From an optimization exercise on the open Yosys and OpenROAD flow, aimed at small area, a short achievable clock period and few clock cycles per item; shortcuts taken in it are not production practice. Where RTL was checked, it was by simulation tests only, not by an equivalence proof against the original. Power is estimated from default activity; no workload was simulated.

oak:
Design tga_truecolor_rle_decoder_core, start of the top module:
module tga_truecolor_rle_decoder_core (
  input  logic        clk,
  input  logic        rst,
  input  logic        byte_valid,
  output logic        byte_stall,
  input  logic [7:0]  data_byte,
  input  logic        start_of_file,
  output logic        result_valid,
  input  logic        result_stall,
  output logic [1:0]  result_kind,
  output logic [31:0] pixel_rgba,
  output logic [15:0] dest_row,
  output logic [15:0] dest_column,
  output logic [7:0]  run_length,
  output logic [15:0] image_width,
  output logic [15:0] image_height,
  output logic        image_done
);
Size: about 1,400 cells after synthesis, about 170 flip-flops.
Settings: LEC_CHECK=0, CAP_MARGIN=20, CORE_MARGIN=2, CORE_UTILIZATION=40, SETUP_SLACK_MARGIN=4.0, SLEW_MARGIN=20; clock period 7.5 ns.
standard.sh (not shown) runs the stock make flow with config.mk's settings and CLKGATE_MAP_FILE= SYNTH_SCRIPT=/design/flow/synth_recipe.tcl, a recipe that flattens the netlist after the stock synthesis.
==> flow/flow/run.sh <==
#!/bin/bash
# The standard layout, with plain buf_1 cells as the port buffers (the
# default picks a clkdlybuf4s50_1 delay cell for every port).  Repair still
# upsizes any port buffer that timing needs.
set -euo pipefail
export BUFFER_PORTS_ARGS="-buffer_cell sky130_fd_sc_hd__buf_1"
bash standard.sh > standard_flow.log 2>&1
oak completed end to end with timing, DRC and antenna clean.
Testbench counts of oak, summed over its fixed seeds: cycles 128,051, bytes 128,035.
The inputs of pine differ from those of oak as listed below.
==> flow/run.sh (new file) <==
#!/bin/bash
# synth_recipe.tcl (not shown) runs the flow's synth.tcl, then flattens the netlist and writes it again
# the make line also repeats each setting of config.mk as NAME=value (left out here)
make -C /OpenROAD-flow-scripts/flow DESIGN_CONFIG=/design/flow/config.mk WORK_HOME=/design/flow/orfs CLKGATE_MAP_FILE= SYNTH_SCRIPT=/design/flow/synth_recipe.tcl finish
removed: flow/flow/run.sh
removed: flow/standard.sh
--- outcome ---
- The higher relative contribution of the clock network to total power of oak and pine is in oak.
- Changes observed in pine relative to oak: areal power density over the cells went down by 12 mW/mm², fraction of layout cells with a size suffix above 1 went down by 0.34 points, final critical-path setup slack went up by 0.014 ns.
- Changes observed in pine relative to oak: design area up about 5.4%, layout buffer count excluding clock buffers up 1.
- Compared with oak, in pine total area of multi-input combinational cells has remained practically unchanged; cell count has remained practically unchanged.

tga_truecolor_rle_decoder_core, a different RTL version from the one above (not shown whole).
For scale: about 160 flip-flops, ~120 I/O pins, ~9700 um^2 of cells after synthesis.
clock: 7.5 ns
lec_check: 0
cap_margin: 20
core_margin: 2
core_utilization: 40
cts_buf_list: sky130_fd_sc_hd__clkbuf_8
setup_slack_margin: 4.1
slew_margin: 20
==> flow/flow/run.sh <==
#!/bin/bash
# The standard layout, with plain buf_1 cells as the port buffers (the
# default picks a clkdlybuf4s50_1 delay cell for every port).  Repair still
# upsizes any port buffer that timing needs.
set -euo pipefail
export BUFFER_PORTS_ARGS="-buffer_cell sky130_fd_sc_hd__buf_1"
bash standard.sh > standard_flow.log 2>&1
Testbench counts at the start, summed over its fixed seeds: cycles 128,614, bytes 128,035.
Then changed:
--- a/flow/flow/run.sh
+++ b/flow/flow/run.sh
@@ -6,0 +7,2 @@
+# byte_stall follows result_stall through one gate: keep their pins together
+export PLACE_PINS_ARGS="-group_pins {result_stall byte_stall}"
The new run finished clean.
Design area hardly moves.
Wire length is about the same.
Setup slack gets better by 0.0043 ns.
Register-to-register slack gets worse by 0.04 ns.
Total power fell by 0.61%.
Then changed:
--- a/flow/flow/run.sh
+++ b/flow/flow/run.sh
@@ -7,2 +6,0 @@
-# byte_stall follows result_stall through one gate: keep their pins together
-export PLACE_PINS_ARGS="-group_pins {result_stall byte_stall}"
Settings changed: SETUP_SLACK_MARGIN 4.1 to 4.2.
Effect: Cell area grows by about 0.6%. Clock-buffer cell count stays the same. Area after synthesis stays the same. Worst setup slack barely changes. Routed wire length shrinks by 2.2%. Global-route usage shrinks by 0.45 points. Final cell count stays flat. Sequential share of layout area shrinks by 0.24 points. Clock power grows by 4.0%. Critical path depth does not change.

the previous run:
Another version of the RTL of tga_truecolor_rle_decoder_core (not shown whole).
For scale: roughly 1400 cells after synthesis, ~120 I/O pins, ~13000 µm² of cells after synthesis.
Settings: LEC_CHECK=0, CAP_MARGIN=20, CORE_MARGIN=2, CORE_UTILIZATION=40, SETUP_SLACK_MARGIN=4.3, SLEW_MARGIN=20; clock period 7.5 ns.
==> flow/flow/run.sh <==
#!/bin/bash
# The standard layout, with plain buf_1 cells as the port buffers (the
# default picks a clkdlybuf4s50_1 delay cell for every port).  Repair still
# upsizes any port buffer that timing needs.
set -euo pipefail
export SKIP_INCREMENTAL_REPAIR=1
export BUFFER_PORTS_ARGS="-buffer_cell sky130_fd_sc_hd__buf_1"
bash standard.sh > standard_flow.log 2>&1
Modified inputs, the current run compared to the previous run
--- a/flow/flow/run.sh
+++ b/flow/flow/run.sh
@@ -5,3 +5,2 @@
 set -euo pipefail
-export SKIP_INCREMENTAL_REPAIR=1
 export BUFFER_PORTS_ARGS="-buffer_cell sky130_fd_sc_hd__buf_1"
Notes after the runs:
Changes observed in the current run relative to the previous run: first-iteration DRC count went down by 3.3%, share of cell area taken by multi-input logic gates lower, logic depth of the worst path, buffers included went down by 8, design area increased 2.8%, met3 layer wire length in the routed design fell 6.0%.
No functional check of the RTL was part of any run of this note.

Another version of the RTL of tga_truecolor_rle_decoder_core (not shown whole).
Size: roughly 1400 cells after synthesis, ~180 flip-flops, about 120 I/O pins.
Settings: LEC_CHECK=0, CAP_MARGIN=20, CORE_MARGIN=2, CORE_UTILIZATION=40, SETUP_SLACK_MARGIN=4.45, SLEW_MARGIN=20; clock period 7.5 ns.
==> flow/flow/run.sh <==
#!/bin/bash
# The standard layout, with plain buf_1 cells as the port buffers (the
# default picks a clkdlybuf4s50_1 delay cell for every port).  Repair still
# upsizes any port buffer that timing needs.
set -euo pipefail
export BUFFER_PORTS_ARGS="-buffer_cell sky130_fd_sc_hd__buf_1"
bash standard.sh > standard_flow.log 2>&1
Testbench counts at the start, summed over its fixed seeds: cycles 128,044, bytes 128,035.
Then changed:
--- a/flow/config.mk
+++ b/flow/config.mk
@@ -10,3 +10,3 @@
 export CORE_UTILIZATION = 40
-export SETUP_SLACK_MARGIN = 4.45
+export SETUP_SLACK_MARGIN = 4.3
 export SLEW_MARGIN = 20
Effect: The changed run ran to the end with no violations. Utilization came out lower by 1.3 points. First-iteration DRC count came out higher by 2.3%. Synthesized cell count is unchanged. Sequential cell count is unchanged. Power came out higher by 0.93%.

[what the ideal ports hide]
The flow's constraints put no driver on any port. The routed layouts listed below were extracted and timed again, unchanged, in two steps.
Step 1: set_driving_cell puts a clkbuf_16 on clk and a buf_2 on each other input, an assumption about the parent block.
Step 2 adds t to the input delays and takes it off the output delays; t is the mean of the earliest and latest rising clock arrival at the registers after step 1. Input paths then give back, and output paths get back, about the clock's delay inside the block.
Three values: ideal, step 1, step 2; two values: the first two.
run	t, ns	setup slack, ns	latest minus earliest clock arrival (ns)
oak	0.491	3.995 / 3.955 / 3.646	0.015 / 0.014
pine	0.495	4.009 / 3.964 / 3.540	0.011 / 0.012
the first run of note 2	0.522	4.029 / 3.976 / 3.689	0.024 / 0.025
the second run of note 2	0.512	4.033 / 3.978 / 3.658	0.028 / 0.029
the third run of note 2	0.520	4.034 / 3.978 / 3.654	0.027 / 0.027
the previous run	0.496	4.207 / 4.203 / 3.742	0.018 / 0.017
the current run	0.496	4.265 / 4.204 / 3.798	0.015 / 0.015
the first run of note 4	0.494	4.295 / 4.247 / 3.941	0.017 / 0.018
the second run of note 4	0.502	4.279 / 4.241 / 3.919	0.016 / 0.016
After both steps setup and hold are still met in every run listed. For pine, which loses most, drivers alone change the setup slack by -0.045 ns; drivers and shift together by -0.469 ns.
